Source: an optimization exercise on an open RTL-to-GDS flow (aim: a short achievable clock period and few clock cycles). Production flows keep margins and buffers that such runs may drop. In this exercise RTL edits were held to simulation tests only and were not proved equivalent to the original. No activity file was given, so power comes from the tool's default toggle rates.

File: flow/design.v
`default_nettype none
package mips_pkg;
    localparam int data_w     = 32;
    localparam int reg_addr_w = 5;
    localparam int num_regs   = 32;
    localparam int mem_addr_w = 7;    
    localparam logic [reg_addr_w-1:0] reg_ra = 5'd31;   
    typedef enum logic [5:0] {
        op_rtype = 6'h00,
        op_j     = 6'h02,
        op_jal   = 6'h03,
        op_beq   = 6'h04,
        op_bne   = 6'h05,
        op_addi  = 6'h08,
        op_lw    = 6'h23,
        op_sw    = 6'h2b
    } opcode_e;
    typedef enum logic [5:0] {
        fn_sll = 6'h00,
        fn_srl = 6'h02,
        fn_jr  = 6'h08,
        fn_add = 6'h20,
        fn_sub = 6'h22,
        fn_and = 6'h24,
        fn_or  = 6'h25,
        fn_slt = 6'h2a
    } funct_e;
    typedef enum logic [3:0] {
        alu_and = 4'b0000,
        alu_or  = 4'b0001,
        alu_add = 4'b0010,
        alu_sll = 4'b0011,
        alu_srl = 4'b0100,
        alu_sub = 4'b0110,
        alu_slt = 4'b0111
    } alu_op_e;
endpackage
`default_nettype wire
`default_nettype none
module mips_decoder (
    input  logic [31:0] ir,
    output logic [6:0]  alu_sel,     
    output logic        use_imm,     
    output logic        uses_rs,
    output logic        uses_rt,
    output logic        reg_write,
    output logic [4:0]  wr_addr,
    output logic        is_load,
    output logic        is_store,
    output logic        is_beq,
    output logic        is_bne,
    output logic        is_j,        
    output logic        is_jal,
    output logic        is_jr
);
    logic [5:0] op;
    logic [5:0] fn;
    assign op = ir[31:26];
    assign fn = ir[5:0];
    always_comb begin
        alu_sel   = 7'b0;
        use_imm   = 1'b0;
        uses_rs   = 1'b0;
        uses_rt   = 1'b0;
        reg_write = 1'b0;
        wr_addr   = ir[20:16];
        is_load   = 1'b0;
        is_store  = 1'b0;
        is_beq    = 1'b0;
        is_bne    = 1'b0;
        is_j      = 1'b0;
        is_jal    = 1'b0;
        is_jr     = 1'b0;
        case (op)
            mips_pkg::op_rtype: begin
                wr_addr = ir[15:11];
                case (fn)
                    mips_pkg::fn_add: begin alu_sel = 7'b0000001; reg_write = 1'b1; uses_rs = 1'b1; uses_rt = 1'b1; end
                    mips_pkg::fn_sub: begin alu_sel = 7'b0000010; reg_write = 1'b1; uses_rs = 1'b1; uses_rt = 1'b1; end
                    mips_pkg::fn_and: begin alu_sel = 7'b0000100; reg_write = 1'b1; uses_rs = 1'b1; uses_rt = 1'b1; end
                    mips_pkg::fn_or:  begin alu_sel = 7'b0001000; reg_write = 1'b1; uses_rs = 1'b1; uses_rt = 1'b1; end
                    mips_pkg::fn_slt: begin alu_sel = 7'b0010000; reg_write = 1'b1; uses_rs = 1'b1; uses_rt = 1'b1; end
                    mips_pkg::fn_sll: begin alu_sel = 7'b0100000; reg_write = 1'b1; uses_rt = 1'b1; end
                    mips_pkg::fn_srl: begin alu_sel = 7'b1000000; reg_write = 1'b1; uses_rt = 1'b1; end
                    mips_pkg::fn_jr:  begin is_jr = 1'b1; uses_rs = 1'b1; end
                    default: ;
                endcase
            end
            mips_pkg::op_addi: begin
                alu_sel = 7'b0000001; use_imm = 1'b1; reg_write = 1'b1; uses_rs = 1'b1;
            end
            mips_pkg::op_lw: begin
                use_imm = 1'b1; reg_write = 1'b1; is_load = 1'b1; uses_rs = 1'b1;
            end
            mips_pkg::op_sw: begin
                use_imm = 1'b1; is_store = 1'b1; uses_rs = 1'b1; uses_rt = 1'b1;
            end
            mips_pkg::op_beq: begin is_beq = 1'b1; uses_rs = 1'b1; uses_rt = 1'b1; end
            mips_pkg::op_bne: begin is_bne = 1'b1; uses_rs = 1'b1; uses_rt = 1'b1; end
            mips_pkg::op_j:   is_j = 1'b1;
            mips_pkg::op_jal: begin
                is_j = 1'b1; is_jal = 1'b1; reg_write = 1'b1; wr_addr = mips_pkg::reg_ra;
                alu_sel = 7'b0001000;                
            end
            default: ;
        endcase
    end
endmodule
`default_nettype wire
`default_nettype none
module mips_pc (
    input  logic [31:0] pc,
    input  logic [31:0] pc_plus4,
    input  logic [31:0] ir,
    input  logic        is_beq,
    input  logic        is_bne,
    input  logic        is_j,            
    input  logic        is_jr,
    input  logic [31:0] link_pc,
    output logic [31:0] next_pc,
    output logic        seq,             
    output logic        is_br,           
    output logic        pred_taken,
    output logic [31:0] alt_pc,          
    output logic [31:0] branch_target
);
    logic [31:0] jump_target;
    logic [7:0]  lo;
    logic        regs_eq;
    assign jump_target = {pc_plus4[31:28], ir[25:0], 2'b00};
    assign lo            = pc[9:2] + ir[7:0] + 8'd1;
    assign branch_target = {pc[31:10], lo, 2'b00};
    assign regs_eq    = ir[25:21] == ir[20:16];
    assign pred_taken = (is_beq & regs_eq) | (is_bne & ~regs_eq);
    assign is_br      = (is_beq | is_bne) & (ir[15:0] != 16'd0);
    assign alt_pc     = pred_taken ? pc_plus4 : branch_target;
    assign seq        = ~(is_jr | is_j | pred_taken);
    always_comb begin
        if (is_jr) begin
            next_pc = link_pc;
        end else if (is_j) begin
            next_pc = jump_target;
        end else if (pred_taken) begin
            next_pc = branch_target;
        end else begin
            next_pc = pc_plus4;
        end
    end
endmodule
`default_nettype wire
`default_nettype none
module mips_regfile (
    input  logic                                 clk,
    input  logic                                 rst_n,
    input  logic [3:0][mips_pkg::reg_addr_w-1:0] rd_addr,
    output logic [3:0][mips_pkg::data_w-1:0]     rd_data,
    input  logic [1:0][mips_pkg::reg_addr_w-1:0] wr_addr,
    input  logic [1:0]                           wr_en,      
    input  logic [1:0][mips_pkg::data_w-1:0]     wr_data
);
    logic [mips_pkg::data_w-1:0] regs [mips_pkg::num_regs];
    assign regs[0] = '0;
    for (genvar p = 0; p < 4; p++) begin : g_rd
        assign rd_data[p] = regs[rd_addr[p]];
    end
    for (genvar i = 1; i < mips_pkg::num_regs; i++) begin : g_reg
        always_ff @(posedge clk) begin
            if (!rst_n) begin
                regs[i] <= '0;
            end else if (wr_en[1] && wr_addr[1] == i) begin
                regs[i] <= wr_data[1];
            end else if (wr_en[0] && wr_addr[0] == i) begin
                regs[i] <= wr_data[0];
            end
        end
    end
endmodule
`default_nettype wire
`default_nettype none
module mips_alu (
    input  logic [6:0]                  sel,     
    input  logic [mips_pkg::data_w-1:0] a,
    input  logic [mips_pkg::data_w-1:0] b,
    input  logic [4:0]                  shamt,
    output logic [mips_pkg::data_w-1:0] result
);
    logic [mips_pkg::data_w-1:0] sum;
    logic [mips_pkg::data_w-1:0] diff;
    logic                        lt;
    logic signed [mips_pkg::data_w-1:0] a_s;
    logic signed [mips_pkg::data_w-1:0] b_s;
    assign sum  = a + b;
    assign diff = a - b;
    assign a_s  = a;
    assign b_s  = b;
    assign lt   = a_s < b_s;
    assign result = ({32{sel[0]}} & sum)
                  | ({32{sel[1]}} & diff)
                  | ({32{sel[2]}} & (a & b))
                  | ({32{sel[3]}} & (a | b))
                  | ({32{sel[4]}} & {31'd0, lt})
                  | ({32{sel[5]}} & (b << shamt))
                  | ({32{sel[6]}} & (b >> shamt));
endmodule
`default_nettype wire
`default_nettype none
module mips_core (
    input  logic                            clk,
    input  logic                            rst_n,
    output logic [mips_pkg::data_w-1:0]     ir_addr,
    input  logic [mips_pkg::data_w-1:0]     ir,
    input  logic [mips_pkg::data_w-1:0]     read_data_mem,
    output logic                            cen,
    output logic                            wen,
    output logic                            oen,
    output logic [mips_pkg::mem_addr_w-1:0] a,
    output logic [mips_pkg::data_w-1:0]     data_to_mem
);
    localparam int lc_n = 16;
    logic        redirect;       
    logic [31:0] redirect_pc;
    logic        d_redir;        
    logic [31:0] d_tgt;          
    logic [31:0] fpc;
    logic [31:0] fpc4;
    logic [31:0] fpc8;
    logic [31:0] link_pc;
    logic [6:0] df_alu_sel;
    logic df_use_imm;
    logic df_uses_rs;
    logic df_uses_rt;
    logic df_reg_write;
    logic [4:0] df_wr_addr;
    logic df_is_load;
    logic df_is_store;
    logic df_is_beq;
    logic df_is_bne;
    logic df_is_j;
    logic df_is_jal;
    logic df_is_jr;
    logic [6:0] dfe_alu_sel;            
    logic dfe_use_imm;
    logic dfe_uses_rs;
    logic dfe_uses_rt;
    logic dfe_reg_write;
    logic [4:0] dfe_wr_addr;
    logic dfe_is_load;
    logic dfe_is_store;
    logic dfe_is_beq;
    logic dfe_is_bne;
    logic dfe_is_j;
    logic dfe_is_jal;
    logic dfe_is_jr;
    logic [31:0] p_next;
    logic        p_seq;
    logic        p_is_br;
    logic        p_taken;
    logic [31:0] p_alt;
    logic [31:0] p_tgt;
    logic              lc_v   [lc_n];
    logic [21:0]       lc_hi;            
    logic [3:0]        lc_tag [lc_n];    
    logic [31:0]       lc_pc1 [lc_n];    
    logic [31:0]       lc_ins [lc_n];
    logic [31:0]       lc_nxt [lc_n];
    logic [31:0]       lc_alt [lc_n];
    logic              lc_pt  [lc_n];
    logic [3:0]        lc_idx;
    logic              pair;
    logic [31:0]       e_ins;
    logic [31:0]       e_nxt;
    logic [31:0]       e_pc1;
    logic [31:0]       e_alt;
    logic              e_pt;
    assign ir_addr = fpc;
    assign fpc4    = fpc + 32'd4;
    assign fpc8    = fpc + 32'd8;
    assign lc_idx = fpc[5:2];
    assign e_ins  = lc_ins[lc_idx];
    assign e_nxt  = lc_nxt[lc_idx];
    assign e_alt  = lc_alt[lc_idx];
    assign e_pt   = lc_pt[lc_idx];
    assign e_pc1  = lc_pc1[lc_idx];
    assign pair   = lc_v[lc_idx] && lc_tag[lc_idx] == fpc[9:6] && lc_hi == fpc[31:10];
    mips_decoder i_decf (
        .ir        (ir),
        .alu_sel   (df_alu_sel),
        .use_imm   (df_use_imm),
        .uses_rs   (df_uses_rs),
        .uses_rt   (df_uses_rt),
        .reg_write (df_reg_write),
        .wr_addr   (df_wr_addr),
        .is_load   (df_is_load),
        .is_store  (df_is_store),
        .is_beq    (df_is_beq),
        .is_bne    (df_is_bne),
        .is_j      (df_is_j),
        .is_jal    (df_is_jal),
        .is_jr     (df_is_jr)
    );
    mips_decoder i_decfe (
        .ir        (e_ins),
        .alu_sel   (dfe_alu_sel),
        .use_imm   (dfe_use_imm),
        .uses_rs   (dfe_uses_rs),
        .uses_rt   (dfe_uses_rt),
        .reg_write (dfe_reg_write),
        .wr_addr   (dfe_wr_addr),
        .is_load   (dfe_is_load),
        .is_store  (dfe_is_store),
        .is_beq    (dfe_is_beq),
        .is_bne    (dfe_is_bne),
        .is_j      (dfe_is_j),
        .is_jal    (dfe_is_jal),
        .is_jr     (dfe_is_jr)
    );
    mips_pc i_pc (
        .pc            (fpc),
        .pc_plus4      (fpc4),
        .ir            (ir),
        .is_beq        (df_is_beq),
        .is_bne        (df_is_bne),
        .is_j          (df_is_j),
        .is_jr         (df_is_jr),
        .link_pc       (link_pc),
        .next_pc       (p_next),
        .seq           (p_seq),
        .is_br         (p_is_br),
        .pred_taken    (p_taken),
        .alt_pc        (p_alt),
        .branch_target (p_tgt)
    );
    logic        d_v;
    logic        d_pair;
    logic [31:0] d_ir0;
    logic [31:0] d_ir1;
    logic [31:0] d_pc0;
    logic [31:0] d_pc1;
    logic [31:0] d_pc4;
    logic [31:0] d_pc8;
    logic        d_p_is_br;
    logic        d_p_taken;
    logic [31:0] d_p_tgt;
    logic [31:0] d_p_alt;
    logic [31:0] d_p_next;
    logic [31:0] d_e_alt;
    logic        d_e_pt;
    logic [31:0] d_link;
    always_ff @(posedge clk) begin
        if (!rst_n) begin
            fpc     <= '0;
            link_pc <= '0;
            d_v     <= 1'b0;
        end else begin
            if (redirect) begin
                fpc <= redirect_pc;
            end else if (d_redir) begin
                fpc <= d_tgt;
            end else if (pair) begin
                fpc <= e_nxt;
            end else begin
                fpc <= p_next;
            end
            if (!redirect && df_is_jal) begin
                link_pc <= fpc4;
            end
            if (!redirect && pair && dfe_is_jal) begin
                link_pc <= fpc8;             
            end
            d_v <= ~redirect & ~d_redir;
        end
    end
    always_ff @(posedge clk) begin
        d_pair    <= pair;
        d_ir0     <= ir;
        d_ir1     <= e_ins;
        d_pc0     <= fpc;
        d_pc1     <= e_pc1;
        d_pc4     <= fpc4;
        d_pc8     <= fpc8;
        d_p_is_br <= p_is_br;
        d_p_taken <= p_taken;
        d_p_tgt   <= p_tgt;
        d_p_alt   <= p_alt;
        d_p_next  <= p_next;
        d_e_alt   <= e_alt;
        d_e_pt    <= e_pt;
        d_link    <= link_pc;
    end
    logic [6:0] d0_alu_sel;
    logic d0_use_imm;
    logic d0_uses_rs;
    logic d0_uses_rt;
    logic d0_reg_write;
    logic [4:0] d0_wr_addr;
    logic d0_is_load;
    logic d0_is_store;
    logic d0_is_beq;
    logic d0_is_bne;
    logic d0_is_j;
    logic d0_is_jal;
    logic d0_is_jr;
    logic [6:0] d1_alu_sel;
    logic d1_use_imm;
    logic d1_uses_rs;
    logic d1_uses_rt;
    logic d1_reg_write;
    logic [4:0] d1_wr_addr;
    logic d1_is_load;
    logic d1_is_store;
    logic d1_is_beq;
    logic d1_is_bne;
    logic d1_is_j;
    logic d1_is_jal;
    logic d1_is_jr;
    logic [6:0] dp_alu_sel;             
    logic dp_use_imm;
    logic dp_uses_rs;
    logic dp_uses_rt;
    logic dp_reg_write;
    logic [4:0] dp_wr_addr;
    logic dp_is_load;
    logic dp_is_store;
    logic dp_is_beq;
    logic dp_is_bne;
    logic dp_is_j;
    logic dp_is_jal;
    logic dp_is_jr;
    logic        we0;
    logic        we1;
    logic        wep;
    logic        ctl0;
    logic        ctlp;
    logic        e_is_br;
    logic        l_v;            
    logic [31:0] l_pc;           
    logic [31:0] l_ins;          
    logic        pairable;
    logic        wr_en;
    logic [31:0] wr_pc0;
    logic [31:0] wr_pc1;
    logic [31:0] wr_ins;
    logic [31:0] wr_nxt;
    logic [31:0] wr_alt;
    logic        wr_pt;
    mips_decoder i_dec0 (
        .ir        (d_ir0),
        .alu_sel   (d0_alu_sel),
        .use_imm   (d0_use_imm),
        .uses_rs   (d0_uses_rs),
        .uses_rt   (d0_uses_rt),
        .reg_write (d0_reg_write),
        .wr_addr   (d0_wr_addr),
        .is_load   (d0_is_load),
        .is_store  (d0_is_store),
        .is_beq    (d0_is_beq),
        .is_bne    (d0_is_bne),
        .is_j      (d0_is_j),
        .is_jal    (d0_is_jal),
        .is_jr     (d0_is_jr)
    );
    mips_decoder i_dec1 (
        .ir        (d_ir1),
        .alu_sel   (d1_alu_sel),
        .use_imm   (d1_use_imm),
        .uses_rs   (d1_uses_rs),
        .uses_rt   (d1_uses_rt),
        .reg_write (d1_reg_write),
        .wr_addr   (d1_wr_addr),
        .is_load   (d1_is_load),
        .is_store  (d1_is_store),
        .is_beq    (d1_is_beq),
        .is_bne    (d1_is_bne),
        .is_j      (d1_is_j),
        .is_jal    (d1_is_jal),
        .is_jr     (d1_is_jr)
    );
    mips_decoder i_decp (
        .ir        (l_ins),
        .alu_sel   (dp_alu_sel),
        .use_imm   (dp_use_imm),
        .uses_rs   (dp_uses_rs),
        .uses_rt   (dp_uses_rt),
        .reg_write (dp_reg_write),
        .wr_addr   (dp_wr_addr),
        .is_load   (dp_is_load),
        .is_store  (dp_is_store),
        .is_beq    (dp_is_beq),
        .is_bne    (dp_is_bne),
        .is_j      (dp_is_j),
        .is_jal    (dp_is_jal),
        .is_jr     (dp_is_jr)
    );
    assign we0  = d0_reg_write & (d0_wr_addr != 5'd0);
    assign we1  = d1_reg_write & (d1_wr_addr != 5'd0);
    assign wep  = dp_reg_write & (dp_wr_addr != 5'd0);
    assign ctl0 = d0_is_beq | d0_is_bne | d0_is_j | d0_is_jr;
    assign ctlp = dp_is_beq | dp_is_bne | dp_is_j | dp_is_jr;
    assign e_is_br = (d1_is_beq | d1_is_bne) & (d_ir1[15:0] != 16'd0);
    logic d_far;
    logic d_pair_ok;         
    assign d_tgt     = d_pc4 + {{14{d_ir0[15]}}, d_ir0[15:0], 2'b00};
    assign d_far     = (d0_is_beq | d0_is_bne) & (d_tgt[31:10] != d_pc0[31:10]);
    assign d_redir   = d_v & d_far & d_p_taken & ~redirect;
    assign d_pair_ok = d_pair & ~(d_far & d_p_taken);
    assign pairable = l_v & d_v & ~d_far
                    & ~dp_is_jr
                    & ~d0_is_jr
                    & ~(ctlp & ctl0)
                    & ~((dp_is_load | dp_is_store) & (d0_is_load | d0_is_store))
                    & ~(wep & d0_uses_rs & (d_ir0[25:21] == dp_wr_addr))
                    & ~(wep & d0_uses_rt & (d_ir0[20:16] == dp_wr_addr))
                    & ~(wep & we0 & (d0_wr_addr == dp_wr_addr));
    always_ff @(posedge clk) begin
        if (!rst_n) begin
            l_v   <= 1'b0;
            wr_en <= 1'b0;
            lc_hi <= '0;
            for (int i = 0; i < lc_n; i++) lc_v[i] <= 1'b0;
        end else begin
            l_v   <= d_v & ~redirect;
            wr_en <= pairable;
            if (wr_en) begin
                if (wr_pc0[31:10] != lc_hi) begin
                    for (int i = 0; i < lc_n; i++) lc_v[i] <= 1'b0;
                end
                lc_v[wr_pc0[5:2]] <= 1'b1;
                lc_hi             <= wr_pc0[31:10];
            end
        end
    end
    always_ff @(posedge clk) begin
        l_pc  <= d_pair ? d_pc1 : d_pc0;
        l_ins <= d_pair ? d_ir1 : d_ir0;
        wr_pc0 <= l_pc;
        wr_pc1 <= d_pc0;
        wr_ins <= d_ir0;
        wr_nxt <= d_p_next;
        wr_alt <= d_p_alt;
        wr_pt  <= d_p_taken;
        if (wr_en) begin
            lc_tag[wr_pc0[5:2]] <= wr_pc0[9:6];
            lc_pc1[wr_pc0[5:2]] <= wr_pc1;
            lc_ins[wr_pc0[5:2]] <= wr_ins;
            lc_nxt[wr_pc0[5:2]] <= wr_nxt;
            lc_alt[wr_pc0[5:2]] <= wr_alt;
            lc_pt[wr_pc0[5:2]]  <= wr_pt;
        end
    end
    logic [3:0][4:0]  rf_ra;
    logic [3:0][31:0] rf_rd;
    logic [1:0][4:0]  rf_wa;
    logic [1:0]       rf_we;
    logic [1:0][31:0] rf_wd;
    logic [31:0]      rs0_data;
    logic [31:0]      rt0_data;
    logic [31:0]      rs1_data;
    logic [31:0]      rt1_data;
    assign rf_ra = {d_ir1[20:16], d_ir1[25:21], d_ir0[20:16], d_ir0[25:21]};
    assign rs0_data = rf_rd[0];
    assign rt0_data = rf_rd[1];
    assign rs1_data = rf_rd[2];
    assign rt1_data = rf_rd[3];
    mips_regfile i_regfile (
        .clk     (clk),
        .rst_n   (rst_n),
        .rd_addr (rf_ra),
        .rd_data (rf_rd),
        .wr_addr (rf_wa),
        .wr_en   (rf_we),
        .wr_data (rf_wd)
    );
    logic [1:0]       x_we;
    logic [1:0][4:0]  x_rd;
    logic [1:0]       x_ld;          
    logic [1:0][6:0]  x_sel;
    logic [1:0][4:0]  x_shamt;
    logic [1:0][31:0] x_a;
    logic [1:0][31:0] x_b;
    logic [1:0][5:0]      x_fa;
    logic [1:0][5:0]      x_fb;
    logic             x_st;
    logic             x_mem;
    logic [31:0]      x_ma;
    logic [8:0]       x_mimm;
    logic [31:0]      x_msd;
    logic [5:0]            x_fma;
    logic [5:0]            x_fmsd;
    logic             x_br;
    logic             x_c0;          
    logic             x_ms;          
    logic             x_bne;
    logic             x_pt;
    logic             x_alt_seq;     
    logic [31:0]      x_pc4;
    logic [31:0]      x_tgt;
    logic             x_jr;
    logic [31:0]      x_ptgt;
    logic [31:0]      x_ca;
    logic [31:0]      x_cb;
    logic [5:0]            x_fca;
    logic [5:0]            x_fcb;
    logic [1:0]       m_we;
    logic [1:0][4:0]  m_rd;
    logic [1:0]       m_ld;
    logic [1:0][31:0] m_result;
    logic [1:0][31:0] m_value;
    logic [6:0]       m_a;
    logic [31:0]      m_data;
    logic             m_cen_n;
    logic             m_wen_n;
    logic             m_oen_n;
    logic [1:0]       w_we;
    logic [1:0][4:0]  w_rd;
    logic [1:0][31:0] w_value;
    function automatic logic [5:0] fsel(input logic [4:0] r, input logic off,
                                   input logic xwe1, input logic [4:0] xrd1, input logic xld1,
                                   input logic xwe0, input logic [4:0] xrd0, input logic xld0,
                                   input logic mwe1, input logic [4:0] mrd1,
                                   input logic mwe0, input logic [4:0] mrd0);
        logic hm1, hm0, hw1, hw0;
        hm1 = ~off & xwe1 & (xrd1 == r);
        hm0 = ~off & xwe0 & (xrd0 == r);
        hw1 = ~off & mwe1 & (mrd1 == r);
        hw0 = ~off & mwe0 & (mrd0 == r);
        fsel = {hm1, hm0, hw1 & ~hm1 & ~hm0, hw0 & ~hm1 & ~hm0,
                ~hm1 & ~hm0 & ~hw1 & ~hw0, (hm1 & xld1) | (hm0 & xld0)};
    endfunction
    logic        ms;         
    logic        cs;         
    logic [31:0] m_base_ins;
    logic [31:0] c_ins;
    assign cs         = d_pair_ok & ~ctl0;
    assign ms         = d_pair_ok & (d1_is_load | d1_is_store);
    assign m_base_ins = ms ? d_ir1 : d_ir0;
    assign c_ins      = cs ? d_ir1 : d_ir0;
    logic dv;        
    assign dv = d_v & ~redirect;
    always_ff @(posedge clk) begin
        if (!rst_n) begin
            x_we  <= '0;
            x_ld  <= '0;
            x_st  <= 1'b0;
            x_mem <= 1'b0;
            x_br  <= 1'b0;
            x_c0  <= 1'b0;
            x_ms  <= 1'b0;
            x_jr  <= 1'b0;
        end else begin
            x_we[0] <= we0 & dv;
            x_we[1] <= we1 & d_pair_ok & dv;
            x_ld[0] <= d0_is_load & dv;
            x_ld[1] <= d1_is_load & d_pair_ok & dv;
            x_st    <= (d0_is_store | (d_pair_ok & d1_is_store)) & dv;
            x_mem   <= (d0_is_load | d0_is_store | (d_pair_ok & (d1_is_load | d1_is_store))) & dv;
            x_br    <= (cs ? e_is_br : d_p_is_br) & dv;
            x_c0    <= d_pair_ok & ctl0 & dv;
            x_ms    <= ms;
            x_jr    <= d0_is_jr & ~d_pair_ok & dv;
        end
    end
    always_ff @(posedge clk) begin
        x_rd[0]    <= d0_wr_addr;
        x_sel[0]   <= d0_alu_sel;
        x_shamt[0] <= d_ir0[10:6];
        x_a[0]     <= d0_is_jal ? d_pc4 : rs0_data;
        x_b[0]     <= d0_is_jal ? 32'd0 : (d0_use_imm ? {{16{d_ir0[15]}}, d_ir0[15:0]} : rt0_data);
        x_fa[0]    <= fsel(d_ir0[25:21], d0_is_jal, x_we[1], x_rd[1], x_ld[1], x_we[0], x_rd[0], x_ld[0],
                           m_we[1], m_rd[1], m_we[0], m_rd[0]);
        x_fb[0]    <= fsel(d_ir0[20:16], d0_is_jal | d0_use_imm, x_we[1], x_rd[1], x_ld[1], x_we[0], x_rd[0], x_ld[0],
                           m_we[1], m_rd[1], m_we[0], m_rd[0]);
        x_rd[1]    <= d1_wr_addr;
        x_sel[1]   <= d1_alu_sel;
        x_shamt[1] <= d_ir1[10:6];
        x_a[1]     <= d1_is_jal ? d_pc8 : rs1_data;
        x_b[1]     <= d1_is_jal ? 32'd0 : (d1_use_imm ? {{16{d_ir1[15]}}, d_ir1[15:0]} : rt1_data);
        x_fa[1]    <= fsel(d_ir1[25:21], d1_is_jal, x_we[1], x_rd[1], x_ld[1], x_we[0], x_rd[0], x_ld[0],
                           m_we[1], m_rd[1], m_we[0], m_rd[0]);
        x_fb[1]    <= fsel(d_ir1[20:16], d1_is_jal | d1_use_imm, x_we[1], x_rd[1], x_ld[1], x_we[0], x_rd[0], x_ld[0],
                           m_we[1], m_rd[1], m_we[0], m_rd[0]);
        x_ma       <= ms ? rs1_data : rs0_data;
        x_mimm     <= m_base_ins[8:0];
        x_msd      <= ms ? rt1_data : rt0_data;
        x_fma      <= fsel(m_base_ins[25:21], 1'b0, x_we[1], x_rd[1], x_ld[1], x_we[0], x_rd[0], x_ld[0],
                           m_we[1], m_rd[1], m_we[0], m_rd[0]);
        x_fmsd     <= fsel(m_base_ins[20:16], 1'b0, x_we[1], x_rd[1], x_ld[1], x_we[0], x_rd[0], x_ld[0],
                           m_we[1], m_rd[1], m_we[0], m_rd[0]);
        x_bne      <= cs ? d1_is_bne : d0_is_bne;
        x_pt       <= cs ? d_e_pt : d_p_taken;
        x_alt_seq  <= ~cs & d_p_taken;
        x_pc4      <= d_pc4;
        x_tgt      <= cs ? d_e_alt : d_tgt;
        x_ptgt     <= d_link;
        x_ca       <= cs ? rs1_data : rs0_data;
        x_cb       <= cs ? rt1_data : rt0_data;
        x_fca      <= fsel(c_ins[25:21], 1'b0, x_we[1], x_rd[1], x_ld[1], x_we[0], x_rd[0], x_ld[0],
                           m_we[1], m_rd[1], m_we[0], m_rd[0]);
        x_fcb      <= fsel(c_ins[20:16], 1'b0, x_we[1], x_rd[1], x_ld[1], x_we[0], x_rd[0], x_ld[0],
                           m_we[1], m_rd[1], m_we[0], m_rd[0]);
    end
    function automatic logic [31:0] early(input logic [31:0] v, input logic [5:0] f,
                                          input logic [31:0] mr1, input logic [31:0] mr0,
                                          input logic [31:0] wv1, input logic [31:0] wv0);
        early = ({32{f[5]}} & mr1) | ({32{f[4]}} & mr0) | ({32{f[3]}} & wv1)
              | ({32{f[2]}} & wv0) | ({32{f[1]}} & v);
    endfunction
    assign m_value[0] = m_ld[0] ? read_data_mem : m_result[0];
    assign m_value[1] = m_ld[1] ? read_data_mem : m_result[1];
    logic [1:0][31:0] op_a;
    logic [1:0][31:0] op_b;
    logic [1:0][31:0] alu_result;
    logic [31:0]      op_ma;
    logic [31:0]      op_msd;
    logic [31:0]      e_ca;
    logic [31:0]      e_cb;
    logic [31:0]      op_ca;
    logic [8:0]       addr;
    logic             equal;
    logic             differ;
    logic             taken;
    logic             kill1;
    for (genvar k = 0; k < 2; k++) begin : g_slot
        assign op_a[k] = x_fa[k][0] ? read_data_mem
                       : early(x_a[k], x_fa[k], m_result[1], m_result[0], w_value[1], w_value[0]);
        assign op_b[k] = x_fb[k][0] ? read_data_mem
                       : early(x_b[k], x_fb[k], m_result[1], m_result[0], w_value[1], w_value[0]);
        mips_alu i_alu (
            .sel    (x_sel[k]),
            .a      (op_a[k]),
            .b      (op_b[k]),
            .shamt  (x_shamt[k]),
            .result (alu_result[k])
        );
    end
    assign op_ma  = x_fma[0] ? read_data_mem
                  : early(x_ma, x_fma, m_result[1], m_result[0], w_value[1], w_value[0]);
    assign op_msd = x_fmsd[0] ? read_data_mem
                  : early(x_msd, x_fmsd, m_result[1], m_result[0], w_value[1], w_value[0]);
    assign e_ca  = early(x_ca, x_fca, m_result[1], m_result[0], w_value[1], w_value[0]);
    assign e_cb  = early(x_cb, x_fcb, m_result[1], m_result[0], w_value[1], w_value[0]);
    assign op_ca = x_fca[0] ? read_data_mem : e_ca;
    always_comb begin
        case ({x_fca[0], x_fcb[0]})
            2'b11:   equal = 1'b1;
            2'b10:   equal = read_data_mem == e_cb;
            2'b01:   equal = e_ca == read_data_mem;
            default: equal = e_ca == e_cb;
        endcase
    end
    assign differ      = x_fca[0] ? (read_data_mem != x_ptgt) : (e_ca != x_ptgt);
    assign taken       = x_bne ^ equal;
    assign redirect    = (x_br & (taken ^ x_pt)) | (x_jr & differ);
    assign redirect_pc = x_jr ? op_ca : (x_alt_seq ? x_pc4 : x_tgt);
    assign kill1 = redirect & x_c0;
    assign addr = op_ma[8:0] + x_mimm;
    always_ff @(posedge clk) begin
        if (!rst_n) begin
            m_we    <= '0;
            m_ld    <= '0;
            m_cen_n <= 1'b1;
            m_wen_n <= 1'b1;
            m_oen_n <= 1'b1;
            w_we    <= '0;
        end else begin
            m_we    <= {x_we[1] & ~kill1, x_we[0]};
            m_ld    <= {x_ld[1] & ~kill1, x_ld[0]};
            m_cen_n <= ~(x_mem & ~(kill1 & x_ms));
            m_wen_n <= ~(x_st & ~(kill1 & x_ms));
            m_oen_n <= ~(x_ld[0] | (x_ld[1] & ~kill1));
            w_we    <= m_we;
        end
    end
    always_ff @(posedge clk) begin
        m_rd     <= x_rd;
        m_result <= alu_result;
        m_a      <= addr[8:2];
        m_data   <= op_msd;
        w_rd     <= m_rd;
        w_value  <= m_value;
    end
    assign rf_wa = m_rd;
    assign rf_we = m_we;
    assign rf_wd = m_value;
    assign a           = m_a;
    assign data_to_mem = m_data;
    assign cen         = m_cen_n;
    assign oen         = m_oen_n;
    assign wen         = m_wen_n | ~rst_n;      
endmodule
`default_nettype wire
File: flow/run.sh
#!/bin/bash
# synth_recipe.tcl (not shown) runs the flow's synth.tcl, then flattens the netlist and writes it again
# the make line also repeats each setting of config.mk as NAME=value (left out here)
make -C /OpenROAD-flow-scripts/flow DESIGN_CONFIG=/design/flow/config.mk WORK_HOME=/design/flow/orfs CLKGATE_MAP_FILE= SYNTH_SCRIPT=/design/flow/synth_recipe.tcl finish
File: flow/config.mk
export PLATFORM = sky130hd
export DESIGN_NAME = mips_core
export DESIGN_NICKNAME = mips_core
export VERILOG_FILES = /design/flow/design.v
export SDC_FILE = /design/flow/constraint.sdc
export NUM_CORES = 4
export LEC_CHECK = 0
export ABC_CLOCK_PERIOD_IN_PS = 1000
export CAP_MARGIN = 20
export CORE_MARGIN = 2
export CORE_UTILIZATION = 60
export SETUP_SLACK_MARGIN = 5
export SLEW_MARGIN = 20
export TNS_END_PERCENT = 10
File: flow/constraint.sdc
create_clock -name core_clock -period 9.0 [get_ports {clk}]
set_input_delay 1.8000 -clock core_clock [delete_from_list [all_inputs] [get_ports {clk}]]
set_output_delay 1.8000 -clock core_clock [all_outputs]
set_load 0.01 [all_outputs]
==> results of run 1 <==
[worst max-delay path by stage]
stage               cells past startpoint      endpoint              from  slack [ns]
detailed placement                     19  m_result[30]  read_data_mem[0]        1.69
floorplan                              16  m_result[59]  read_data_mem[1]        3.68
CTS                                    18     x_fmsd[0]          d_ir0[0]        4.07
global placement                       19  m_result[30]  read_data_mem[0]        1.66
[power groups by stage]
stage	registers, uW	clock network, uW	logic, uW
after floorplan	21500	0	2550
after global placement	21800	0	4160
after detailed placement	21900	0	4230
after CTS	21500	19900	4580
[kinds of logic after synthesis]
group,Yosys count,share of synthesized area (%)
buffers and inverters,2204,3.989
flip-flops,4331,50.99
multiplexers,1265,10.12
XOR/XNOR,484,2.047
AND/OR/NAND/NOR,5280,12.02
adder cells (fa/ha/maj),243,1.461
AO/OA/AOI/OAI,5761,19.38
[metrics by stage]
step	util, %	worst slack (ns)	hold slack [ns]
after CTS	67.67	4.074	0.3086
after detailed placement	62.34	1.692	0.3121
after global placement	62.31	1.655	0.3105
after floorplan	-	3.683	0.3096
[routing by layer]
layer  GRT usage (%)  overflow
met1           81.34         2
met2           89.85        30
met3           66.15        18
met4           69.18        44
met5           44.98         0
[Yosys cell counts (all sizes together) (310+ instances only)]
cell type  instances  area share [%]
a21oi            352            0.85
a221oi           337             1.4
a222oi           361             1.7
a22oi           1460             5.2
and2            1015             3.0
clkbuf          1655             2.9
dfxtp           2235              21
edfxtp          2096              30
inv              323            0.57
mux2i            310             1.5
mux4             666             7.1
nand2           1789             3.2
nand3            472             1.1
nor2            1077             1.9
o211ai          1007             3.6
o21ai           1392             3.3
[timing repair]
item                       4_1_cts
gates resized for setup        520
setup buffers                  134
cloned                          19
hold buffers                     0
pin swaps                      144
setup endpoints to repair      809
==> metrics.md, run 1 <==
| Metric | Value |
|---|---|
| #FFs+latches synth | 4331 |
| Die Y | 597.3 microns |
| Yosys warns | 5 |
| Root Buffer | clkbuf_16 |
| Fraction of registers with async set/reset | 0% |
| Num rows | 217 |
| Exit stage | global routing |
| Post-Synthesis Net Count | 19880 |
| Buffers on Ports | 139 |
| Total gr overflow | 94 |
| H-tree levels | 5 |
| Cells after DPL | 23000 |
| Initial Utilization | 60.35% |
| Synth Area per Inst | 10.79 sq um |
| Total track usage | 77.78% |
| Cell variety after synth | 110 |
| CTS max path bufs | 4 |
| Vias in the first global route | 209800 |
| CTS buffer count | 424 |
| First-pass GRT wire length | 1898000 microns |
| Err | [ERROR GRT-0116] Global routing finished with congestion. Check the congestion regions in the DRC Viewer. |
| Main synth FF type | dfxtp_1 |
| Routability congestion estimate | 1.146 |
| Placed Area | 0.2182 sq mm |
| Status | stopped before the end |
| Clk sink count | 4331 |
| Post-DP HPWL | 721800 microns |
| # IOs | 140 |
| Largest net degree at the start of global routing | 243 |
| Die W | 597.3 microns |
| Post-Syn Instances | 19570 |
| Register area share after synthesis | 50.99% |
| Post-Syn Area | 0.2112 sq mm |
| EDFF count, synth | 2096 |
Testbench counts, summed over its fixed seeds: cycles 3,413.
==> run 2: changes to the inputs <==
--- a/flow/design.v
+++ b/flow/design.v
@@ -154,6 +154,5 @@
     input  logic                                 rst_n,
-    input  logic [3:0][mips_pkg::reg_addr_w-1:0] rd_addr,
+    input  logic [3:0][mips_pkg::num_regs-1:0]   rd_sel,
     output logic [3:0][mips_pkg::data_w-1:0]     rd_data,
-    input  logic [1:0][mips_pkg::reg_addr_w-1:0] wr_addr,
-    input  logic [1:0]                           wr_en,      
+    input  logic [1:0][mips_pkg::num_regs-1:0]   wr_sel,
     input  logic [1:0][mips_pkg::data_w-1:0]     wr_data
@@ -163,3 +162,8 @@
     for (genvar p = 0; p < 4; p++) begin : g_rd
-        assign rd_data[p] = regs[rd_addr[p]];
+        always_comb begin
+            rd_data[p] = '0;
+            for (int i = 1; i < mips_pkg::num_regs; i++) begin
+                rd_data[p] = rd_data[p] | ({mips_pkg::data_w{rd_sel[p][i]}} & regs[i]);
+            end
+        end
     end
@@ -169,5 +173,5 @@
                 regs[i] <= '0;
-            end else if (wr_en[1] && wr_addr[1] == i) begin
+            end else if (wr_sel[1][i]) begin
                 regs[i] <= wr_data[1];
-            end else if (wr_en[0] && wr_addr[0] == i) begin
+            end else if (wr_sel[0][i]) begin
                 regs[i] <= wr_data[0];
@@ -179,2 +183,33 @@
 `default_nettype none
+module mips_add #(
+    parameter int w  = 32,
+    parameter int lv = 5         
+) (
+    input  logic [w-1:0] a,
+    input  logic [w-1:0] b,
+    input  logic         cin,
+    output logic [w-1:0] sum
+);
+    logic [w-1:0] g [lv+1];
+    logic [w-1:0] p [lv+1];
+    logic [w-1:0] carry;
+    assign g[0] = a & b;
+    assign p[0] = a ^ b;
+    for (genvar k = 1; k <= lv; k++) begin : g_lvl
+        for (genvar i = 0; i < w; i++) begin : g_bit
+            if (i >= (1 << (k - 1))) begin : g_op
+                assign g[k][i] = g[k-1][i] | (p[k-1][i] & g[k-1][i - (1 << (k - 1))]);
+                assign p[k][i] = p[k-1][i] & p[k-1][i - (1 << (k - 1))];
+            end else begin : g_pass
+                assign g[k][i] = g[k-1][i];
+                assign p[k][i] = p[k-1][i];
+            end
+        end
+    end
+    assign carry[0] = cin;
+    for (genvar i = 1; i < w; i++) begin : g_carry
+        assign carry[i] = g[lv][i-1] | (p[lv][i-1] & cin);
+    end
+    assign sum = p[0] ^ carry;
+endmodule
 module mips_alu (
@@ -183,2 +218,4 @@
     input  logic [mips_pkg::data_w-1:0] b,
+    input  logic [mips_pkg::data_w-1:0] bx,
+    input  logic                        inv,
     input  logic [4:0]                  shamt,
@@ -186,19 +223,20 @@
 );
-    logic [mips_pkg::data_w-1:0] sum;
-    logic [mips_pkg::data_w-1:0] diff;
-    logic                        lt;
-    logic signed [mips_pkg::data_w-1:0] a_s;
-    logic signed [mips_pkg::data_w-1:0] b_s;
-    assign sum  = a + b;
-    assign diff = a - b;
-    assign a_s  = a;
-    assign b_s  = b;
-    assign lt   = a_s < b_s;
-    assign result = ({32{sel[0]}} & sum)
-                  | ({32{sel[1]}} & diff)
-                  | ({32{sel[2]}} & (a & b))
-                  | ({32{sel[3]}} & (a | b))
-                  | ({32{sel[4]}} & {31'd0, lt})
-                  | ({32{sel[5]}} & (b << shamt))
-                  | ({32{sel[6]}} & (b >> shamt));
+    localparam int w = mips_pkg::data_w;
+    logic [w-1:0]     other;
+    logic [w-1:0]     sum;
+    logic             lt;
+    mips_add #(.w(w)) i_add (
+        .a   (a),
+        .b   (bx),
+        .cin (inv),
+        .sum (sum)
+    );
+    assign lt = (a[w-1] ^ b[w-1]) ? a[w-1] : sum[w-1];
+    assign other  = ({w{sel[2]}} & (a & b))
+                  | ({w{sel[3]}} & (a | b))
+                  | ({w{sel[5]}} & (b << shamt))
+                  | ({w{sel[6]}} & (b >> shamt));
+    assign result = ({w{sel[0] | sel[1]}} & sum)
+                  | ({w{sel[4]}} & {{(w-1){1'b0}}, lt})
+                  | other;
 endmodule
@@ -221,3 +259,2 @@
     logic [31:0] redirect_pc;
-    logic        d_redir;        
     logic [31:0] d_tgt;          
@@ -225,3 +262,2 @@
     logic [31:0] fpc4;
-    logic [31:0] fpc8;
     logic [31:0] link_pc;
@@ -262,6 +298,4 @@
     logic [3:0]        lc_tag [lc_n];    
-    logic [31:0]       lc_pc1 [lc_n];    
     logic [31:0]       lc_ins [lc_n];
     logic [31:0]       lc_nxt [lc_n];
-    logic [31:0]       lc_alt [lc_n];
     logic              lc_pt  [lc_n];
@@ -271,8 +305,11 @@
     logic [31:0]       e_nxt;
-    logic [31:0]       e_pc1;
-    logic [31:0]       e_alt;
     logic              e_pt;
     assign ir_addr = fpc;
-    assign fpc4    = fpc + 32'd4;
-    assign fpc8    = fpc + 32'd8;
+    mips_add #(.w(30)) i_fpc4 (
+        .a   (fpc[31:2]),
+        .b   (30'd0),
+        .cin (1'b1),
+        .sum (fpc4[31:2])
+    );
+    assign fpc4[1:0] = 2'b00;
     assign lc_idx = fpc[5:2];
@@ -280,5 +317,3 @@
     assign e_nxt  = lc_nxt[lc_idx];
-    assign e_alt  = lc_alt[lc_idx];
     assign e_pt   = lc_pt[lc_idx];
-    assign e_pc1  = lc_pc1[lc_idx];
     assign pair   = lc_v[lc_idx] && lc_tag[lc_idx] == fpc[9:6] && lc_hi == fpc[31:10];
@@ -337,4 +372,4 @@
     logic [31:0] d_pc0;
-    logic [31:0] d_pc1;
-    logic [31:0] d_pc4;
+    logic [31:0] d_pc1;          
+    logic [31:0] d_pc4;          
     logic [31:0] d_pc8;
@@ -343,7 +378,7 @@
     logic [31:0] d_p_tgt;
-    logic [31:0] d_p_alt;
     logic [31:0] d_p_next;
-    logic [31:0] d_e_alt;
+    logic [31:0] d_e_nxt;
     logic        d_e_pt;
     logic [31:0] d_link;
+    logic [3:0][31:0] d_rsel;    
     always_ff @(posedge clk) begin
@@ -356,4 +391,2 @@
                 fpc <= redirect_pc;
-            end else if (d_redir) begin
-                fpc <= d_tgt;
             end else if (pair) begin
@@ -363,9 +396,9 @@
             end
-            if (!redirect && df_is_jal) begin
-                link_pc <= fpc4;
+            if (d_v && d0_is_jal) begin
+                link_pc <= d_pc4;
             end
-            if (!redirect && pair && dfe_is_jal) begin
-                link_pc <= fpc8;             
+            if (d_v && d_pair && d1_is_jal) begin
+                link_pc <= d_pc8;            
             end
-            d_v <= ~redirect & ~d_redir;
+            d_v <= ~redirect;
         end
@@ -377,5 +410,2 @@
         d_pc0     <= fpc;
-        d_pc1     <= e_pc1;
-        d_pc4     <= fpc4;
-        d_pc8     <= fpc8;
         d_p_is_br <= p_is_br;
@@ -383,7 +413,7 @@
         d_p_tgt   <= p_tgt;
-        d_p_alt   <= p_alt;
         d_p_next  <= p_next;
-        d_e_alt   <= e_alt;
+        d_e_nxt   <= e_nxt;
         d_e_pt    <= e_pt;
         d_link    <= link_pc;
+        d_rsel    <= {32'd1 << e_ins[20:16], 32'd1 << e_ins[25:21], 32'd1 << ir[20:16], 32'd1 << ir[25:21]};
     end
@@ -435,2 +465,3 @@
     logic        l_v;            
+    logic        l_far;          
     logic [31:0] l_pc;           
@@ -439,7 +470,6 @@
     logic        wr_en;
+    logic [15:0] wr_oh;          
     logic [31:0] wr_pc0;
-    logic [31:0] wr_pc1;
     logic [31:0] wr_ins;
     logic [31:0] wr_nxt;
-    logic [31:0] wr_alt;
     logic        wr_pt;
@@ -500,8 +530,45 @@
     logic d_far;
-    logic d_pair_ok;         
-    assign d_tgt     = d_pc4 + {{14{d_ir0[15]}}, d_ir0[15:0], 2'b00};
-    assign d_far     = (d0_is_beq | d0_is_bne) & (d_tgt[31:10] != d_pc0[31:10]);
-    assign d_redir   = d_v & d_far & d_p_taken & ~redirect;
-    assign d_pair_ok = d_pair & ~(d_far & d_p_taken);
-    assign pairable = l_v & d_v & ~d_far
+    mips_add #(.w(30)) i_dpc4 (
+        .a   (d_pc0[31:2]),
+        .b   (30'd0),
+        .cin (1'b1),
+        .sum (d_pc4[31:2])
+    );
+    mips_add #(.w(30)) i_dpc8 (
+        .a   (d_pc0[31:2]),
+        .b   (30'd1),
+        .cin (1'b1),
+        .sum (d_pc8[31:2])
+    );
+    mips_add #(.w(30)) i_dtgt (
+        .a   (d_pc0[31:2]),
+        .b   ({{14{d_ir0[15]}}, d_ir0[15:0]}),
+        .cin (1'b1),
+        .sum (d_tgt[31:2])
+    );
+    assign d_pc1 = d_p_next;
+    logic [31:0] d_tgt1;
+    logic [31:0] d_fall1;
+    mips_add #(.w(30)) i_dtgt1 (
+        .a   (d_pc1[31:2]),
+        .b   ({{14{d_ir1[15]}}, d_ir1[15:0]}),
+        .cin (1'b1),
+        .sum (d_tgt1[31:2])
+    );
+    mips_add #(.w(30)) i_dfall1 (
+        .a   (d_pc1[31:2]),
+        .b   (30'd0),
+        .cin (1'b1),
+        .sum (d_fall1[31:2])
+    );
+    assign d_tgt1[1:0]  = 2'b00;
+    assign d_fall1[1:0] = 2'b00;
+    assign d_pc4[1:0] = 2'b00;
+    assign d_pc8[1:0] = 2'b00;
+    assign d_tgt[1:0] = 2'b00;
+    logic [8:0] d_lo;
+    assign d_lo  = {1'b0, d_pc0[9:2]} + {1'b0, d_ir0[7:0]} + 9'd1;
+    assign d_far = (d0_is_beq | d0_is_bne)
+                 & ~((d_ir0[15:8] == 8'h00 & ~d_lo[8]) | (d_ir0[15:8] == 8'hff & d_lo[8]));
+    assign pairable = l_v & ~l_far & d_v & ~d_far
                     & ~dp_is_jr
@@ -516,3 +583,5 @@
             l_v   <= 1'b0;
+            l_far <= 1'b0;
             wr_en <= 1'b0;
+            wr_oh <= '0;
             lc_hi <= '0;
@@ -521,9 +590,12 @@
             l_v   <= d_v & ~redirect;
+            l_far <= d_far & d_p_taken;
             wr_en <= pairable;
+            wr_oh <= (16'd1 << l_pc[5:2]) & {16{pairable}};
             if (wr_en) begin
                 if (wr_pc0[31:10] != lc_hi) begin
-                    for (int i = 0; i < lc_n; i++) lc_v[i] <= 1'b0;
+                    for (int i = 0; i < lc_n; i++) lc_v[i] <= wr_oh[i];
+                end else begin
+                    for (int i = 0; i < lc_n; i++) lc_v[i] <= lc_v[i] | wr_oh[i];
                 end
-                lc_v[wr_pc0[5:2]] <= 1'b1;
-                lc_hi             <= wr_pc0[31:10];
+                lc_hi <= wr_pc0[31:10];
             end
@@ -535,20 +607,15 @@
         wr_pc0 <= l_pc;
-        wr_pc1 <= d_pc0;
         wr_ins <= d_ir0;
         wr_nxt <= d_p_next;
-        wr_alt <= d_p_alt;
         wr_pt  <= d_p_taken;
-        if (wr_en) begin
-            lc_tag[wr_pc0[5:2]] <= wr_pc0[9:6];
-            lc_pc1[wr_pc0[5:2]] <= wr_pc1;
-            lc_ins[wr_pc0[5:2]] <= wr_ins;
-            lc_nxt[wr_pc0[5:2]] <= wr_nxt;
-            lc_alt[wr_pc0[5:2]] <= wr_alt;
-            lc_pt[wr_pc0[5:2]]  <= wr_pt;
+        for (int i = 0; i < lc_n; i++) begin
+            if (wr_oh[i]) begin
+                lc_tag[i] <= wr_pc0[9:6];
+                lc_ins[i] <= wr_ins;
+                lc_nxt[i] <= wr_nxt;
+                lc_pt[i]  <= wr_pt;
+            end
         end
     end
-    logic [3:0][4:0]  rf_ra;
     logic [3:0][31:0] rf_rd;
-    logic [1:0][4:0]  rf_wa;
-    logic [1:0]       rf_we;
     logic [1:0][31:0] rf_wd;
@@ -558,3 +625,2 @@
     logic [31:0]      rt1_data;
-    assign rf_ra = {d_ir1[20:16], d_ir1[25:21], d_ir0[20:16], d_ir0[25:21]};
     assign rs0_data = rf_rd[0];
@@ -566,6 +632,5 @@
         .rst_n   (rst_n),
-        .rd_addr (rf_ra),
+        .rd_sel  (d_rsel),
         .rd_data (rf_rd),
-        .wr_addr (rf_wa),
-        .wr_en   (rf_we),
+        .wr_sel  (m_wsel),
         .wr_data (rf_wd)
@@ -593,5 +658,5 @@
     logic             x_pt;
-    logic             x_alt_seq;     
-    logic [31:0]      x_pc4;
-    logic [31:0]      x_tgt;
+    logic [31:0]      x_tgtf;        
+    logic [31:0]      x_fall;        
+    logic             x_far;         
     logic             x_jr;
@@ -603,2 +668,3 @@
     logic [1:0]       m_we;
+    logic [1:0][31:0] m_wsel;        
     logic [1:0][4:0]  m_rd;
@@ -632,4 +698,4 @@
     logic [31:0] c_ins;
-    assign cs         = d_pair_ok & ~ctl0;
-    assign ms         = d_pair_ok & (d1_is_load | d1_is_store);
+    assign cs         = d_pair & ~ctl0;
+    assign ms         = d_pair & (d1_is_load | d1_is_store);
     assign m_base_ins = ms ? d_ir1 : d_ir0;
@@ -648,13 +714,15 @@
             x_jr  <= 1'b0;
+            x_far <= 1'b0;
         end else begin
             x_we[0] <= we0 & dv;
-            x_we[1] <= we1 & d_pair_ok & dv;
+            x_we[1] <= we1 & d_pair & dv;
             x_ld[0] <= d0_is_load & dv;
-            x_ld[1] <= d1_is_load & d_pair_ok & dv;
-            x_st    <= (d0_is_store | (d_pair_ok & d1_is_store)) & dv;
-            x_mem   <= (d0_is_load | d0_is_store | (d_pair_ok & (d1_is_load | d1_is_store))) & dv;
+            x_ld[1] <= d1_is_load & d_pair & dv;
+            x_st    <= (d0_is_store | (d_pair & d1_is_store)) & dv;
+            x_mem   <= (d0_is_load | d0_is_store | (d_pair & (d1_is_load | d1_is_store))) & dv;
             x_br    <= (cs ? e_is_br : d_p_is_br) & dv;
-            x_c0    <= d_pair_ok & ctl0 & dv;
+            x_c0    <= d_pair & ctl0 & dv;
             x_ms    <= ms;
-            x_jr    <= d0_is_jr & ~d_pair_ok & dv;
+            x_jr    <= d0_is_jr & ~d_pair & dv;
+            x_far   <= d_far & d_p_taken & dv;
         end
@@ -683,11 +751,14 @@
         x_msd      <= ms ? rt1_data : rt0_data;
-        x_fma      <= fsel(m_base_ins[25:21], 1'b0, x_we[1], x_rd[1], x_ld[1], x_we[0], x_rd[0], x_ld[0],
-                           m_we[1], m_rd[1], m_we[0], m_rd[0]);
-        x_fmsd     <= fsel(m_base_ins[20:16], 1'b0, x_we[1], x_rd[1], x_ld[1], x_we[0], x_rd[0], x_ld[0],
-                           m_we[1], m_rd[1], m_we[0], m_rd[0]);
+        x_fma      <= ms ? fsel(d_ir1[25:21], 1'b0, x_we[1], x_rd[1], x_ld[1], x_we[0], x_rd[0], x_ld[0],
+                                m_we[1], m_rd[1], m_we[0], m_rd[0])
+                      : fsel(d_ir0[25:21], 1'b0, x_we[1], x_rd[1], x_ld[1], x_we[0], x_rd[0], x_ld[0],
+                                m_we[1], m_rd[1], m_we[0], m_rd[0]);
+        x_fmsd     <= ms ? fsel(d_ir1[20:16], 1'b0, x_we[1], x_rd[1], x_ld[1], x_we[0], x_rd[0], x_ld[0],
+                                m_we[1], m_rd[1], m_we[0], m_rd[0])
+                      : fsel(d_ir0[20:16], 1'b0, x_we[1], x_rd[1], x_ld[1], x_we[0], x_rd[0], x_ld[0],
+                                m_we[1], m_rd[1], m_we[0], m_rd[0]);
         x_bne      <= cs ? d1_is_bne : d0_is_bne;
         x_pt       <= cs ? d_e_pt : d_p_taken;
-        x_alt_seq  <= ~cs & d_p_taken;
-        x_pc4      <= d_pc4;
-        x_tgt      <= cs ? d_e_alt : d_tgt;
+        x_tgtf     <= cs ? d_tgt1 : d_tgt;
+        x_fall     <= cs ? d_fall1 : d_pc4;
         x_ptgt     <= d_link;
@@ -695,6 +766,10 @@
         x_cb       <= cs ? rt1_data : rt0_data;
-        x_fca      <= fsel(c_ins[25:21], 1'b0, x_we[1], x_rd[1], x_ld[1], x_we[0], x_rd[0], x_ld[0],
-                           m_we[1], m_rd[1], m_we[0], m_rd[0]);
-        x_fcb      <= fsel(c_ins[20:16], 1'b0, x_we[1], x_rd[1], x_ld[1], x_we[0], x_rd[0], x_ld[0],
-                           m_we[1], m_rd[1], m_we[0], m_rd[0]);
+        x_fca      <= cs ? fsel(d_ir1[25:21], 1'b0, x_we[1], x_rd[1], x_ld[1], x_we[0], x_rd[0], x_ld[0],
+                                m_we[1], m_rd[1], m_we[0], m_rd[0])
+                      : fsel(d_ir0[25:21], 1'b0, x_we[1], x_rd[1], x_ld[1], x_we[0], x_rd[0], x_ld[0],
+                                m_we[1], m_rd[1], m_we[0], m_rd[0]);
+        x_fcb      <= cs ? fsel(d_ir1[20:16], 1'b0, x_we[1], x_rd[1], x_ld[1], x_we[0], x_rd[0], x_ld[0],
+                                m_we[1], m_rd[1], m_we[0], m_rd[0])
+                      : fsel(d_ir0[20:16], 1'b0, x_we[1], x_rd[1], x_ld[1], x_we[0], x_rd[0], x_ld[0],
+                                m_we[1], m_rd[1], m_we[0], m_rd[0]);
     end
@@ -710,2 +785,4 @@
     logic [1:0][31:0] op_b;
+    logic [1:0][31:0] op_bx;
+    logic [1:0]       x_inv;
     logic [1:0][31:0] alu_result;
@@ -726,2 +803,7 @@
                        : early(x_b[k], x_fb[k], m_result[1], m_result[0], w_value[1], w_value[0]);
+        assign x_inv[k]  = x_sel[k][1] | x_sel[k][4];
+        assign op_bx[k] = x_fb[k][0] ? (read_data_mem ^ {32{x_inv[k]}})
+                       : early(x_b[k] ^ {32{x_inv[k]}}, x_fb[k],
+                               m_result[1] ^ {32{x_inv[k]}}, m_result[0] ^ {32{x_inv[k]}},
+                               w_value[1] ^ {32{x_inv[k]}}, w_value[0] ^ {32{x_inv[k]}});
         mips_alu i_alu (
@@ -730,2 +812,4 @@
             .b      (op_b[k]),
+            .bx     (op_bx[k]),
+            .inv    (x_inv[k]),
             .shamt  (x_shamt[k]),
@@ -751,4 +835,4 @@
     assign taken       = x_bne ^ equal;
-    assign redirect    = (x_br & (taken ^ x_pt)) | (x_jr & differ);
-    assign redirect_pc = x_jr ? op_ca : (x_alt_seq ? x_pc4 : x_tgt);
+    assign redirect    = (x_br & (taken ^ x_pt)) | x_far | (x_jr & differ);
+    assign redirect_pc = x_jr ? op_ca : (taken ? x_tgtf : x_fall);
     assign kill1 = redirect & x_c0;
@@ -758,2 +842,3 @@
             m_we    <= '0;
+            m_wsel  <= '0;
             m_ld    <= '0;
@@ -765,2 +850,3 @@
             m_we    <= {x_we[1] & ~kill1, x_we[0]};
+            m_wsel  <= {(32'd1 << x_rd[1]) & {32{x_we[1] & ~kill1}}, (32'd1 << x_rd[0]) & {32{x_we[0]}}};
             m_ld    <= {x_ld[1] & ~kill1, x_ld[0]};
@@ -780,4 +866,2 @@
     end
-    assign rf_wa = m_rd;
-    assign rf_we = m_we;
     assign rf_wd = m_value;
--- a/flow/config.mk
+++ b/flow/config.mk
@@ -10,5 +10,6 @@
 export CORE_MARGIN = 2
-export CORE_UTILIZATION = 60
+export CORE_UTILIZATION = 35
+export MIN_ROUTING_LAYER = met2
+export PLACE_DENSITY = 0.5
 export SETUP_SLACK_MARGIN = 5
 export SLEW_MARGIN = 20
-export TNS_END_PERCENT = 10
==> run 2 against run 1 <==
  * The run again fails in global routing
  * Area after synthesis fell by 21%
  * Synthesized cell count decreased by 6.1%
==> metrics.md, run 2 <==
| Metric | Value |
|---|---|
| Status | stopped before the end |
| Exit stage | global routing |
| Err | [ERROR GRT-0116] Global routing finished with congestion. Check the congestion regions in the DRC Viewer. |
| Buffers on Ports | 139 (unchanged) |
| Total track usage | 92.59% |
| #FFs+latches synth | 3275 (-24%) |
| Yosys warns | 16 (+11) |
| Clk sink count | 3275 (-24%) |
| Cell with the most instances after synthesis | nor2_1 |
| Post-DP HPWL | 841600 microns (+17%) |
| First-pass GRT wire length | 2085000 microns |
| # IOs | 140 (unchanged) |
| Initial Utilization | 35.13% (-25 points) |
| Die Y | 694.3 microns (+16%) |
| Share of the synthesized area in the top cell type | 26.44% (-3.4 points) |
| Post-Syn Area | 0.1668 sq mm (-21%) |
| Root Buffer | clkbuf_16 |
| Die W | 694.3 microns (+16%) |
| Leading post-synthesis cells by cell area | dfxtp_1 (26%), edfxtp_1 (19%), a22oi_1 (7.8%) |
| Total gr overflow | 7603 |
| Vias in the first global route | 273800 |
| CTS buffer count | 378 (-11%) |
| Post-Syn Instances | 18370 (-6.1%) |
| Synth area leader | dfxtp_1 |
| Main synth FF type | dfxtp_1 |
| Register area share after synthesis | 45.74% (-5.2 points) |
| Fraction of registers with async set/reset | 0% (unchanged) |
| Synth Area per Inst | 9.079 sq um (-16%) |
| H-tree levels | 5 (unchanged) |
| Num rows | 253 (+17%) |
| Most instantiated cells after synthesis | nor2_1 (2841), dfxtp_1 (2203), a22oi_1 (1735) |
| EDFF count, synth | 1072 (-49%) |
| CTS max path bufs | 4 (unchanged) |
| Largest net degree at the start of global routing | 194 |
| Cell variety after synth | 87 (-21%) |
| Routability congestion estimate | 1.282 (+12%) |
| Post-Synthesis Net Count | 18590 (-6.5%) |
-- run 2: changes by cell type after synthesis, sizes merged, moves of 947 or more --
cell | before | now
a211oi | 62 | 1054
a21oi | 352 | 1368
and2 | 1015 | 56
edfxtp | 2096 | 1072
nand2 | 1789 | 551
nor2 | 1077 | 2842
o211ai | 1007 | 51
o21ai | 1392 | 445
-- run 2: power by group through the flow --
stage | combinational (uW) | sequential, uW | clock (uW)
2_1_floorplan | 3050 | 16300 | 0
3_3_place_gp | 6360 | 17000 | 0
3_5_place_dp | 6330 | 17000 | 0
4_1_cts | 6560 | 16700 | 16500
-- run 2: kinds of logic after synthesis --
logic type               Yosys count  synth area share (%)
AO/OA/AOI/OAI                   6647                 28.52
XOR/XNOR                         489                 2.568
adder cells (fa/ha/maj)          151                 1.151
buffers and inverters           2160                 4.874
flip-flops                      3275                 45.74
multiplexers                     549                 3.542
AND/OR/NAND/NOR                 5101                 13.60
-- run 2: routing by layer --
layer	GRT overflow	track usage [%]
met3	4504	99.27
met2	1378	93.35
met4	1038	80.92
met5	683	87.91
met1	-	-
-- run 2: worst max path at each step --
stage,to,slack [ns]
3_3_place_gp,fpc[25],1.75
3_5_place_dp,fpc[27],1.93
2_1_floorplan,m_result[0],4.34
4_1_cts,fpc[24],4.44
-- run 2: per-stage QoR --
step	instance area (sq um)	worst slack (ns)	instances	total power, uW	utilization [%]
after CTS	193500	4.439	24490	39750	40.75
after detailed placement	176300	1.925	23580	23350	37.14
after global placement	176200	1.750	23570	23390	37.12
after floorplan	167200	4.336	18370	19380	-
-- run 2: timing repair --
item / in CTS
hold buffers: 0
resized for setup: 615
cloned: 20
endpoints found under the setup margin: 405
pin swaps: 97
setup buffers: 190
Testbench counts of run 2, summed over its fixed seeds: cycles 3,413.
